This is an optimization exercise on Yosys and OpenROAD, whose aim is small area and a short achievable clock period, not a production implementation. Only simulation tests tie the RTL to the original design; equivalence was not proved.

## flow/design.v (module list and top-level ports; edited modules follow where they fit)
// module fft8_top: 6620 lines
module fft8_top (
    input  logic         clk,
    input  logic         reset_n,
    input  logic         valid_in,
    input  logic [143:0] x_re,
    input  logic [143:0] x_im,
    output logic         valid_out,
    output logic [143:0] y_re,
    output logic [143:0] y_im
);
  // ...
==> flow/run.sh <==
#!/bin/bash
# synth_recipe.tcl (not shown) runs the flow's synth.tcl, then flattens the netlist and writes it again
# the make line also repeats each setting of config.mk as NAME=value (left out here)
make -C /OpenROAD-flow-scripts/flow DESIGN_CONFIG=/design/flow/config.mk WORK_HOME=/design/flow/orfs CLKGATE_MAP_FILE= SYNTH_SCRIPT=/design/flow/synth_recipe.tcl finish
==> flow/config.mk <==
export PLATFORM = sky130hd
export DESIGN_NAME = fft8_top
export DESIGN_NICKNAME = fft8_top
export VERILOG_FILES = /design/flow/design.v
export SDC_FILE = /design/flow/constraint.sdc
export NUM_CORES = 4
export LEC_CHECK = 0
export CAP_MARGIN = 20
export CORE_MARGIN = 2
export CORE_UTILIZATION = 40
export SLEW_MARGIN = 20
==> flow/constraint.sdc <==
create_clock -name core_clock -period 12.0 [get_ports {clk}]
set_input_delay 2.4000 -clock core_clock [delete_from_list [all_inputs] [get_ports {clk}]]
set_output_delay 2.4000 -clock core_clock [all_outputs]
set_load 0.01 [all_outputs]
==> results.sh, run 1 <==
export IMPL_gp_congestion=0.890
export IMPL_post_dp_hpwl_um=135000
export IMPL_grt_overflow=0
export IMPL_largest_reg_flops=4
export IMPL_setup_viol=0
export IMPL_seq_cell_count=1466
export IMPL_grt_pass1_wl_um=232000
export IMPL_grt_met3_usage=0.0487
export IMPL_drive_gt1_frac=0.0457
export IMPL_critPathLaunch="r2752_4"
export IMPL_synthAdderAreaFrac=0.388
export IMPL_grt_start_max_net_pins=17
export IMPL_synth_xor_area_frac=0.0201
export IMPL_top_layer_used="met5"
export IMPL_htree_num_levels=4
export IMPL_syn_area_mm2=0.0655
export IMPL_die_h_um=409
export IMPL_reg2reg_slack_ns=6.35
export IMPL_ant_nets=0
export IMPL_first_pass_iters=5
export IMPL_busiest_layer="met2"
export IMPL_fin_cells=7942
export IMPL_synth_most_common_cell="inv_1"
export IMPL_ys_ff_latch=1466
export IMPL_wl_per_cell_um=19.6
export IMPL_synth_seq_area_share=0.448
export IMPL_path_cells="inv_1, fa_1, fa_1, fa_1, xnor2_1, clkdlybuf4s50_1"
export IMPL_final_min_clock_period_ns=5.74
export IMPL_ioPinCount=580
export IMPL_die_area_mm2=0.167
export IMPL_fin_skew_ns=0.0340
export IMPL_synth_commonest_cells="1,831 x inv_1, 1,466 x dfxtp_1, 1,096 x fa_1"
export IMPL_worstReg2RegEnd="r3638_3"
export IMPL_crit_required_ns=9.60
export IMPL_nonClkBufAreaFrac=0.0748
export IMPL_numCtsBuffers=159
export IMPL_slew_violations=0
export IMPL_antenna_found_initial=31
export IMPL_placed_area_mm2=0.0719
export IMPL_fin_setup_tns_ns=0
export IMPL_run_status="no timing/DRC/antenna violations"
==> inputs of run 2 (changes only) <==
==> flow/flow/run.sh (new file) <==
#!/bin/bash
# Standard layout, but the port buffers use the smallest buffer cell.
cp standard.sh standard_sh.log
export BUFFER_PORTS_ARGS="-buffer_cell sky130_fd_sc_hd__buf_1"
bash standard.sh > standard_run.log 2>&1
==> flow/standard.sh (new file) <==
#!/bin/bash
# synth_recipe.tcl (not shown) runs the flow's synth.tcl, then flattens the netlist and writes it again
# the make line also repeats each setting of config.mk as NAME=value (left out here)
make -C /OpenROAD-flow-scripts/flow DESIGN_CONFIG=/design/flow/config.mk WORK_HOME=/design/flow/orfs CLKGATE_MAP_FILE= SYNTH_SCRIPT=/design/flow/synth_recipe.tcl "${@:-finish}"
removed: flow/run.sh
==> run 2 against run 1 <==
Effect of this change: synthesized cell count is the same; non-clock buffer count is the same; still clean; largest cell class unchanged; cell area shrank 4.6%; worst setup slack gained 0.14 ns; count of clock-buffer cells in the layout shrank 23; die area is the same; area after synthesis is the same; critical path type is now reg2reg; routed wire length shrank 0.59%; via count grew 0.17%; critical endpoint is now r3638_3.
==> results.sh, run 2 <==
export IMPL_run_status="no timing/DRC/antenna violations"
export IMPL_ff_latch_area_mm2=0.0293
export IMPL_via_per_inst=4.01
export IMPL_port_buffer_count=579
export IMPL_crit_path_end_kind="flip-flop"
export IMPL_ioPinCount=580
export IMPL_yosys_top_cells_area="dfxtp_1 45%, fa_1 34%, inv_1 10%"
export IMPL_ys_ff_latch=1466
export IMPL_grtUsageTotal=0.193
export IMPL_wirelength_um=155000
export IMPL_path_clk_slew_ns=0.06
export IMPL_ant_nets=0
export IMPL_htree_num_levels=4
export IMPL_drt_iter0_drc=1184
export IMPL_root_buffer="clkbuf_16"
export IMPL_async_reset_ff_frac=0
export IMPL_synth_most_common_cell="inv_1"
export IMPL_netlist_area_leader_share=0.448
export IMPL_synth_commonest_cells="1,831 x inv_1, 1,466 x dfxtp_1, 1,096 x fa_1"
export IMPL_drcViolationCount=0
export IMPL_die_area_mm2=0.167
export IMPL_largest_reg_flops=4
export IMPL_critPathKind="reg2reg"
export IMPL_cts_sinks=1466
export IMPL_slew_headroom=0.484
export IMPL_final_cell_mix="1,831 x inv_1, 1,466 x dfxtp_1, 1,096 x fa_1, 579 x buf_1, 275 x ha_1"
export IMPL_wl_per_cell_um=19.5
export IMPL_synth_edff_count=0
export IMPL_fin_setup_tns_ns=0
export IMPL_initial_core_util=0.403
export IMPL_period_share=0.467
export IMPL_vias=31800
export IMPL_fmax_ghz=0.179
export IMPL_slew_violations=0
export IMPL_finalHoldViolations=0
export IMPL_max_cap_viol_count=0
export IMPL_cts_tree="done"
export IMPL_crit_required_ns=12.69
export IMPL_coreArea_mm2=0.163
export IMPL_multi_input_area_mm2=0.0272
export IMPL_cts_setup_buffers=0
export IMPL_cp_arrival_ns=6.28
export IMPL_grt_overflow=0
export IMPL_synthFlopType="dfxtp_1"
export IMPL_yosys_warnings=1
export IMPL_post_route_util=0.455
export IMPL_ctsHoldBuffers=0
export IMPL_synth_seq_area_share=0.448
export IMPL_hold_class="reg2reg"
export IMPL_die_h_um=409
export IMPL_rsz0062_at_grt="no"
export IMPL_rows=148
export IMPL_final_min_clock_period_ns=5.60
export IMPL_ys_types=21
export IMPL_cp_max_fo=4
export IMPL_drive_gt1_frac=0.0492
export IMPL_post_dp_hpwl_um=135000
export IMPL_top_register="vld"
export IMPL_tightest_slew_ns=0.772
export IMPL_clk_latency_ns=0.81
export IMPL_first_global_vias=36400
export IMPL_syn_area_per_cell_um2=12.7
export IMPL_antenna_found_initial=14
export IMPL_ctsResizeCount=0
export IMPL_final_common_cell="inv_1"
export IMPL_first_pass_iters=5
export IMPL_grt_start_max_net_pins=17
export IMPL_setup_viol=0
export IMPL_syn_num_nets=6823
export IMPL_layout_nets=7282
export IMPL_syn_area_mm2=0.0655
export IMPL_grt_pass1_wl_um=230000
export IMPL_synth_area_leader_cell="dfxtp_1"
export IMPL_n_fill_cell=15000
export IMPL_die_width_um=409
export IMPL_syn_to_final_growth_pct=12.9
export IMPL_gp_congestion=0.871
export IMPL_start_kind="flip-flop"
export IMPL_fin_skew_ns=0.0376
export IMPL_clockBufferDepth=3
export IMPL_synth_cells=5161
export IMPL_numCtsBuffers=158
[run 2: worst max-delay path, cell delays in order (launching register included)]
cell and delay [ns]:
dfxtp_1 0.32, xor2_1 0.17, xnor2_1 0.49, inv_1 0.33, fa_1 0.44, inv_1 0.08
fa_1 0.43, fa_1 0.51, inv_1 0.05, fa_1 0.54, inv_1 0.10, fa_1 0.56
inv_1 0.09, fa_1 0.42, fa_1 0.40, fa_1 0.49, inv_1 0.04
[run 2: per-layer routing]
metal / share of wire / GRT usage / vias to the layer above / routed length, um
met5: 0.00027 / 0 / - / 42
met4: 0.027 / 0.0573 / 8 / 4160
met3: 0.051 / 0.0391 / 194 / 7980
met2: 0.50 / 0.331 / 761 / 76800
met1: 0.43 / 0.246 / 16100 / 66000
li1: - / - / 14800 / -
[run 2: cell type report]
| cell class | count | area share |
|---|---|---|
| Antenna cell | 7 | 0.000237 |
| Inverter | 1831 | 0.0929 |
| Sequential cell | 1466 | 0.397 |
| Tap cell | 2175 | 0.0368 |
| Multi-Input combinational cell | 1584 | 0.367 |
| Clock inverter | 102 | 0.0180 |
| Timing Repair Buffer | 579 | 0.0294 |
| Clock buffer | 191 | 0.0586 |
[run 2: stage by stage]
| stage | hold WS [ns] | cell area [um^2] | worst slack, ns | instances |
|---|---|---|---|---|
| 3_5_place_dp | 0.312 | 68300 | 6.32 | 7635 |
| 4_1_cts | 0.298 | 73900 | 6.31 | 7928 |
| 5_1_grt | 0.309 | 73900 | 6.07 | 7930 |
| 3_3_place_gp | 0.310 | 68300 | 6.39 | 7635 |
| 2_1_floorplan | 0.310 | 65500 | 6.83 | 5161 |
| 6_report | 0.299 | 74000 | 6.40 | 7935 |
[run 2: worst paths after layout]
path	startpoint	end	slack, ns	cells after the start
min	r3167_3	r3167_4	0.30	0
min reg2reg	r3167_3	r3167_4	0.30	0
max reg2reg	r646_2	r3638_3	6.40	16
max	r646_2	r3638_3	6.40	16
[run 2: kinds of logic (layout without fill, tap and decap cells)]
family	count (synthesis)	in the layout	share of synthesized area
buf+inv	2111	2703	0.137
flops	1466	1466	0.448
fa+ha+maj	1371	1371	0.388
xor+xnor	150	150	0.0201
compound gates	51	51	0.00579
simple gates	12	12	0.00117
other cells	0	7	0
==> inputs of run 3 (changes only) <==
==> flow/flow/run.sh (replaced) <==
#!/bin/bash
# Layout flow: the standard flow (standard.sh), with two changes:
#  1. after the standard synthesis, flow/polopt.py re-chooses the polarity of
#     each full-adder cell (a full adder is self-dual) to remove inverters;
#     the logic function and every register are unchanged;
#  2. the port buffers use sky130_fd_sc_hd__buf_1.
set -euo pipefail
R=$PWD/orfs/results/sky130hd/fft8_top/base
export BUFFER_PORTS_ARGS="-buffer_cell sky130_fd_sc_hd__buf_1"
bash standard.sh $R/1_2_yosys.v > synth_make.log 2>&1
cp $R/1_2_yosys.v standard_synth_netlist.v
python3 flow/polopt.py standard_synth_netlist.v $R/1_2_yosys.v > polopt.log 2>&1
bash standard.sh > layout_make.log 2>&1
==> flow/flow/polopt.py (new file) <==
#!/usr/bin/env python3
"""Remove inverters around full-adder cells of a Yosys gate netlist.

A full adder is self-dual: FA(~a, ~b, ~c) = ~FA(a, b, c) for both SUM and
COUT.  Each fa cell may therefore be "flipped" (its inputs and outputs taken in
the other polarity) without changing what the circuit computes.  This script
chooses flips that minimise the number of inverters, then rewrites the
netlist: every inverter is removed and at most one inverter per signal is put
back where some load needs the other polarity.

usage: polopt.py IN.v OUT.v
"""
import re
import sys
import random

IN, OUT = sys.argv[1], sys.argv[2]
src = open(IN).read()

cell_re = re.compile(r'^\s*(sky130_fd_sc_hd__\w+)\s+(\S+)\s*\((.*?)\);', re.S | re.M)
pin_re = re.compile(r'\.(\w+)\(([^()]*)\)')

m0 = cell_re.search(src)
head = src[:m0.start()]
cells = []
last_end = None
for m in cell_re.finditer(src):
    typ, name, body = m.group(1), m.group(2), m.group(3)
    pins = [(p, n.strip()) for p, n in pin_re.findall(body)]
    cells.append([typ, name, pins])
    last_end = m.end()
tail = src[last_end:]
if re.search(r'\bassign\b', tail) or re.search(r'\bassign\b', head):
    sys.exit('assign statements not supported')

OUTPINS = {'X', 'Y', 'Q', 'Q_N', 'SUM', 'COUT', 'HI', 'LO'}


def is_inv(t):
    return re.match(r'sky130_fd_sc_hd__(inv|clkinv)_\d+$', t) is not None


def is_fa(t):
    return re.match(r'sky130_fd_sc_hd__fa_\d+$', t) is not None


# driver of each net
driver = {}
for ci, (t, n, pins) in enumerate(cells):
    for p, net in pins:
        if p in OUTPINS:
            driver[net] = (ci, p)

# root and parity of each net through inverter chains
inv_in = {}
for ci, (t, n, pins) in enumerate(cells):
    if is_inv(t):
        d = dict(pins)
        inv_in[d['Y']] = d['A']


def root(net):
    par = 0
    while net in inv_in:
        net = inv_in[net]
        par ^= 1
    return net, par


# output port nets
port_out = set()
for m in re.finditer(r'^\s*output\s+(\[(\d+):(\d+)\]\s*)?(\S+);', head, re.M):
    name = m.group(4)
    if m.group(1):
        hi, lo = int(m.group(2)), int(m.group(3))
        for i in range(lo, hi + 1):
            port_out.add(f'{name}[{i}]')
    else:
        port_out.add(name)

fa_idx = [ci for ci, c in enumerate(cells) if is_fa(c[0])]
# a flippable fa must not drive an output port directly
flippable = set()
for ci in fa_idx:
    outs = [net for p, net in cells[ci][2] if p in OUTPINS]
    if not any(o in port_out for o in outs):
        flippable.add(ci)

# consumers: list of (root, parity, consumer cell or None for port, pin)
cons = {}  # root -> list of [cell index or -1, parity]
uses = []  # (ci, pin, root, parity)
for ci, (t, n, pins) in enumerate(cells):
    if is_inv(t):
        continue
    for p, net in pins:
        if p in OUTPINS:
            continue
        r, par = root(net)
        uses.append((ci, p, r, par))
        cons.setdefault(r, []).append((ci, par))
port_uses = []
for pn in sorted(port_out):
    if pn in inv_in:
        r, par = root(pn)
        port_uses.append((pn, r, par))
        cons.setdefault(r, []).append((-1, par))

# driver cell of each root (fa only matter)
root_drv = {}
for r in cons:
    if r in driver:
        root_drv[r] = driver[r][0]

flip = {ci: 0 for ci in flippable}


def fl(ci):
    return flip.get(ci, 0)


def need_inv(r):
    d = fl(root_drv[r]) if r in root_drv else 0
    for ci, par in cons[r]:
        if par ^ d ^ (fl(ci) if ci >= 0 else 0):
            return 1
    return 0


def total():
    return sum(need_inv(r) for r in cons)


# roots touched by each fa
touch = {}
for ci in flippable:
    rs = set()
    for p, net in cells[ci][2]:
        if p in OUTPINS:
            if net in cons:
                rs.add(net)
        else:
            rs.add(root(net)[0])
    touch[ci] = list(rs)

before = total()
n_inv_before = sum(1 for c in cells if is_inv(c[0]))
order = sorted(flippable)
random.seed(1)
best = dict(flip)
best_cost = before
cur = before
for rnd in range(60):
    improved = False
    random.shuffle(order)
    for ci in order:
        rs = touch[ci]
        old = sum(need_inv(r) for r in rs)
        flip[ci] ^= 1
        new = sum(need_inv(r) for r in rs)
        if new < old or (new == old and rnd > 5 and random.random() < 0.3):
            cur += new - old
            if new < old:
                improved = True
        else:
            flip[ci] ^= 1
        if cur < best_cost:
            best_cost = cur
            best = dict(flip)
    if not improved and rnd > 20:
        break
flip = best
after = total()
print(f'inverter cells before {n_inv_before}, needed before {before}, after {after}, '
      f'flipped {sum(flip.values())} of {len(flippable)} fa cells', file=sys.stderr)

# rewrite
inv_net = {}
new_cells = []
cnt = [0]


def inv_of(r):
    if r not in inv_net:
        cnt[0] += 1
        nn = f'_polinv_{cnt[0]}_'
        inv_net[r] = nn
        new_cells.append(['sky130_fd_sc_hd__inv_1', f'_polinv_cell_{cnt[0]}_', [('A', r), ('Y', nn)]])
    return inv_net[r]


use_map = {}
for ci, p, r, par in uses:
    d = fl(root_drv[r]) if r in root_drv else 0
    need = par ^ d ^ fl(ci)
    use_map[(ci, p)] = inv_of(r) if need else r

out_cells = []
for ci, (t, n, pins) in enumerate(cells):
    if is_inv(t):
        continue
    np_ = []
    for p, net in pins:
        if p in OUTPINS:
            np_.append((p, net))
        else:
            np_.append((p, use_map[(ci, p)]))
    out_cells.append([t, n, np_])
for pn, r, par in port_uses:
    d = fl(root_drv[r]) if r in root_drv else 0
    if par ^ d:
        cnt[0] += 1
        out_cells.append(['sky130_fd_sc_hd__inv_1', f'_polinv_cell_{cnt[0]}_', [('A', r), ('Y', pn)]])
    else:
        cnt[0] += 1
        out_cells.append(['sky130_fd_sc_hd__buf_1', f'_polbuf_cell_{cnt[0]}_', [('A', r), ('X', pn)]])
out_cells += new_cells

# declare new wires
decl = ''.join(f'  wire {w};\n' for w in inv_net.values())
hm = head.rstrip('\n') + '\n' + decl
body = []
for t, n, pins in out_cells:
    ps = ',\n'.join(f'    .{p}({net}{" " if net.startswith(chr(92)) else ""})' for p, net in pins)
    body.append(f'  {t} {n} (\n{ps}\n  );\n')
open(OUT, 'w').write(hm + ''.join(body) + tail)
print(f'inverter cells written {sum(1 for c in out_cells if is_inv(c[0]))}', file=sys.stderr)
--- a/flow/config.mk
+++ b/flow/config.mk
@@ -9,3 +9,4 @@
 export CORE_MARGIN = 2
 export CORE_UTILIZATION = 40
+export CTS_BUF_LIST = sky130_fd_sc_hd__clkbuf_4 sky130_fd_sc_hd__clkbuf_8
 export SLEW_MARGIN = 20
==> run 3 against run 2 <==
Effect of this change: still clean; synthesized cell count is 22% lower; routed wire length fell by 2.8%; critical path type is now reg2out; global-route usage up 0.71 points.
==> results.sh, run 3 <==
export IMPL_run_status="no timing/DRC/antenna violations"
export IMPL_gp_congestion=0.874
export IMPL_syn_to_final_growth_pct=13.7
export IMPL_first_global_vias=32900
export IMPL_ioPinCount=580
export IMPL_grt_pass1_wl_um=220000
export IMPL_cp_max_fo=2
export IMPL_cts_setup_buffers=0
export IMPL_via_per_inst=4.13
export IMPL_rsz0062_at_grt="no"
export IMPL_path_clk_slew_ns=0.06
export IMPL_vias=28100
export IMPL_cp_arrival_ns=3.12
export IMPL_coreArea_mm2=0.152
export IMPL_clk_latency_ns=0.93
export IMPL_rows=143
export IMPL_largest_reg_flops=4
export IMPL_die_area_mm2=0.156
export IMPL_fmax_ghz=0.181
export IMPL_grt_start_max_net_pins=19
export IMPL_layout_nets=6221
export IMPL_post_route_util=0.458
export IMPL_critPathLaunch="r2318_4"
export IMPL_r2r_cells=12
export IMPL_ant_nets=0
export IMPL_die_h_um=395
export IMPL_syn_area_per_cell_um2=15.2
export IMPL_fin_setup_tns_ns=0
export IMPL_final_cell_mix="1,466 x dfxtp_1, 1,096 x fa_1, 686 x inv_1, 579 x buf_1, 299 x clkbuf_8"
export IMPL_numCtsBuffers=241
export IMPL_initial_core_util=0.403
export IMPL_critPathKind="reg2out"
export IMPL_max_cap_viol_count=0
export IMPL_fin_skew_ns=0.0410
export IMPL_start_kind="flip-flop"
export IMPL_drt_iter0_drc=963
export IMPL_wl_per_cell_um=22.1
export IMPL_first_pass_iters=5
export IMPL_ctsResizeCount=0
export IMPL_tightest_slew_ns=0.849
export IMPL_crit_required_ns=9.60
export IMPL_port_buffer_count=579
export IMPL_synth_cells=4016
export IMPL_syn_num_nets=5678
export IMPL_worstReg2RegEnd="r2809_2"
export IMPL_htree_num_levels=4
export IMPL_slew_headroom=0.430
export IMPL_fin_area_mm2=0.0695
export IMPL_syn_area_mm2=0.0612
export IMPL_setup_viol=0
export IMPL_worstReg2RegStart="r1409_1"
export IMPL_finalHoldViolations=0
export IMPL_die_width_um=395
export IMPL_cts_tree="done"
export IMPL_grt_overflow=0
export IMPL_clockBufferDepth=3
export IMPL_root_buffer="clkbuf_8"
export IMPL_drive_gt1_frac=0.0964
export IMPL_post_dp_hpwl_um=130000
export IMPL_crit_path_end_kind="primary output"
export IMPL_final_min_clock_period_ns=5.52
export IMPL_final_common_cell="dfxtp_1"
export IMPL_crit_path_end="y_re[71]"
export IMPL_cts_sinks=1466
export IMPL_hold_class="reg2reg"
export IMPL_placed_cells=6346
export IMPL_yosys_warnings=1
export IMPL_slew_violations=0
export IMPL_top_register="vld"
export IMPL_placed_area_mm2=0.0638
export IMPL_wirelength_um=151000
export IMPL_fin_cells=6809
export IMPL_antenna_found_initial=21
export IMPL_ctsHoldBuffers=0
export IMPL_period_share=0.460
export IMPL_drcViolationCount=0
export IMPL_reg2reg_slack_ns=6.63
export IMPL_grtUsageTotal=0.200
-- run 3: area by class of cell --
type	instances	area (um^2)
Clock inverter	112	1270
Timing Repair Buffer	580	2180
Sequential cell	1466	29300
Clock buffer	345	4460
Tap cell	2030	2540
Inverter	686	2570
Fill cell	13600	82400
Multi-Input combinational cell	1584	27200
Antenna cell	6	15.0
-- run 3: how the worst min path moves through the flow --
stage	from	to	slack (ns)	cells after the start
4_1_cts	r3104_3	r3104_4	0.29	0
5_1_grt	r2690_1	r2690_2	0.30	0
2_1_floorplan	r1021_1	r1021_2	0.31	0
3_3_place_gp	r3378_3	r3378_4	0.31	0
3_5_place_dp	r3406_3	r3406_4	0.31	0
6_report	r3214_3	r3214_4	0.30	0
-- run 3: critical path, stage by stage, from the launching register on --
cell     delay [ns]
dfxtp_1        0.32
xor2_1         0.25
xor2_1         0.32
inv_1          0.10
fa_1           0.41
fa_1           0.37
inv_1          0.08
xnor2_1        0.15
buf_1          0.19
-- run 3: per-layer routing --
metal,global-route usage,share of wire
met4,0.0570,0.027
met2,0.349,0.51
met3,0.0437,0.052
met1,0.250,0.41
met5,0,0.00041
-- run 3: metrics by stage --
stage	setup slack, ns	hold slack, ns
final	6.48	0.299
after global placement	6.32	0.310
after floorplan	6.81	0.310
after global routing	6.24	0.305
after detailed placement	6.27	0.312
after CTS	6.35	0.287
==> inputs of run 4 (changes only) <==
--- a/flow/config.mk
+++ b/flow/config.mk
@@ -9,4 +9,3 @@
 export CORE_MARGIN = 2
 export CORE_UTILIZATION = 40
-export CTS_BUF_LIST = sky130_fd_sc_hd__clkbuf_4 sky130_fd_sc_hd__clkbuf_8
 export SLEW_MARGIN = 20
==> run 4 against run 3 <==
Effect of this change: utilization down 0.21 points; still clean; critical path depth is the same; critical path type unchanged; maximum frequency up 1.6%; highest routed layer unchanged; synthesized cell count stayed put; non-clock buffer count stayed put.
==> results.sh, run 4 <==
export IMPL_run_status="no timing/DRC/antenna violations"
export IMPL_initial_core_util=0.403
export IMPL_holdPathStages=0
export IMPL_root_buffer="clkbuf_16"
export IMPL_drive_gt1_frac=0.0557
export IMPL_vias=27600
export IMPL_setup_ws_ns=6.57
export IMPL_tightest_slew_ns=0.841
export IMPL_coreArea_mm2=0.152
export IMPL_n_fill_cell=13600
export IMPL_die_area_mm2=0.156
export IMPL_crit_required_ns=9.60
export IMPL_clockBufferDepth=3
export IMPL_cp_arrival_ns=3.03
export IMPL_port_buffer_count=579
export IMPL_min_delay_start="r3212_3"
export IMPL_fmax_ghz=0.184
export IMPL_start_kind="flip-flop"
export IMPL_syn_to_final_growth_pct=13.2
export IMPL_grt_overflow=0
export IMPL_final_min_clock_period_ns=5.43
export IMPL_syn_area_per_cell_um2=15.2
export IMPL_period_share=0.453
export IMPL_slew_headroom=0.435
export IMPL_cts_tree="done"
export IMPL_fin_setup_tns_ns=0
export IMPL_setup_viol=0
export IMPL_drt_iter0_drc=1167
export IMPL_ctsHoldBuffers=0
export IMPL_final_common_cell="dfxtp_1"
export IMPL_die_h_um=395
export IMPL_htree_num_levels=4
export IMPL_ioPinCount=580
export IMPL_fin_skew_ns=0.0414
export IMPL_syn_area_mm2=0.0612
export IMPL_worstReg2RegStart="r1409_1"
export IMPL_grt_pass1_wl_um=217000
export IMPL_antenna_found_initial=14
export IMPL_largest_reg_flops=4
export IMPL_yosys_warnings=1
export IMPL_max_cap_viol_count=0
export IMPL_path_clk_slew_ns=0.06
export IMPL_finalHoldViolations=0
export IMPL_grt_start_max_net_pins=17
export IMPL_drcViolationCount=0
export IMPL_cts_setup_buffers=0
export IMPL_first_global_vias=32000
export IMPL_wl_per_cell_um=22.5
export IMPL_gp_congestion=0.874
export IMPL_die_width_um=395
export IMPL_first_pass_iters=5
export IMPL_hold_class="reg2reg"
export IMPL_cts_sinks=1466
export IMPL_min_to="r3212_4"
export IMPL_critPathKind="reg2out"
export IMPL_syn_num_nets=5678
export IMPL_rsz0062_at_grt="no"
export IMPL_crit_path_end_kind="primary output"
export IMPL_via_per_inst=4.16
export IMPL_wirelength_um=149000
export IMPL_reg2reg_slack_ns=6.66
export IMPL_synth_cells=4016
export IMPL_numCtsBuffers=157
export IMPL_slew_violations=0
export IMPL_grtUsageTotal=0.199
export IMPL_clk_latency_ns=0.78
export IMPL_pre_cts_ws_ns=6.27
export IMPL_ctsResizeCount=0
export IMPL_post_dp_hpwl_um=130000
export IMPL_final_cell_mix="1,466 x dfxtp_1, 1,096 x fa_1, 686 x inv_1, 579 x buf_1, 275 x ha_1"
export IMPL_cp_max_fo=2
export IMPL_r2r_cells=12
export IMPL_rows=143
export IMPL_layout_nets=6137
export IMPL_top_register="vld"
export IMPL_worstReg2RegEnd="r2809_2"
export IMPL_ant_nets=0
==> run 4: layer usage <==
metal | share of wire | track usage | up-vias | routed length (um)
met2 | 0.51 | 0.348 | 679 | 76500
met4 | 0.026 | 0.0551 | 8 | 3900
met5 | 0.00025 | 0 | - | 37
li1 | - | - | 12500 | -
met3 | 0.049 | 0.0388 | 190 | 7260
met1 | 0.41 | 0.250 | 14300 | 61600
==> run 4: through the flow <==
stage	cells	area [um^2]	util	hold slack (ns)
final	6636	69200	0.456	0.310
after global routing	6630	69200	0.456	0.318
after CTS	6630	69200	0.456	0.315
after detailed placement	6346	63800	0.420	0.312
after global placement	6346	63800	0.420	0.310
after floorplan	4016	61200	-	0.310
==> run 4: how the worst max path moves through the flow <==
stage	startpoint	endpoint	slack [ns]	cells past startpoint
2_1_floorplan	x_re[54]	r2269_1	6.81	9
3_3_place_gp	x_re[54]	r2269_1	6.32	10
3_5_place_dp	x_re[54]	r2269_1	6.27	10
4_1_cts	r1537_1	r3348_2	6.51	13
5_1_grt	r2318_4	y_re[71]	6.41	8
6_report	r1247_4	y_im[35]	6.57	8
==> run 4: layout make-up <==
| type | count | area (um^2) | area share |
|---|---|---|---|
| diodes | 6 | 15.0 | 0.000217 |
| clock buffers | 214 | 4430 | 0.0639 |
| clock inverters | 70 | 992 | 0.0143 |
| inverters | 686 | 2570 | 0.0372 |
| multi-input cells | 1584 | 27200 | 0.392 |
| flip-flops and latches | 1466 | 29300 | 0.424 |
| well taps | 2030 | 2540 | 0.0367 |
| repair buffers | 580 | 2180 | 0.0315 |
==> run 4: critical path, cell delays in order, from the launching register on <==
cell	delay (ns)
dfxtp_1	0.31
xor2_1	0.18
xnor2_1	0.47
inv_1	0.13
fa_1	0.42
fa_1	0.37
inv_1	0.07
xnor2_1	0.11
buf_1	0.18

-- what the ideal ports hide --
The flow's constraints put no driver on any port. The routed layouts listed below were extracted and timed again, unchanged, in two steps. Step 1 sets driving cells, clkbuf_16 on the clock port and buf_2 on the other inputs (assumed; they add their load-dependent delay and slew). Step 2 times the ports against the registers' clock, not the clock port: input delays grow and output delays shrink by t, the midpoint of the rising clock arrivals with the driver on. Three values: ideal, step 1, step 2; two values: the first two.
| run | shift t [ns] | setup slack, ns | slew at the worst register clock pin (ns) | cell pins on the clock port's net |
|---|---|---|---|---|
| run 1 | 0.853 | 6.261 / 6.177 / 5.952 | 0.07 / 0.07 | 1 |
| run 2 | 0.870 | 6.401 / 6.401 / 6.317 | 0.07 / 0.07 | 1 |
| run 3 | 0.990 | 6.479 / 6.401 / 6.270 | 0.07 / 0.07 | 1 |
| run 4 | 0.843 | 6.565 / 6.486 / 6.271 | 0.07 / 0.07 | 1 |
After both steps every run listed still meets setup and hold. The setup slack of run 1, which loses most, moves by -0.084 ns with the drivers and by -0.309 ns with both steps.
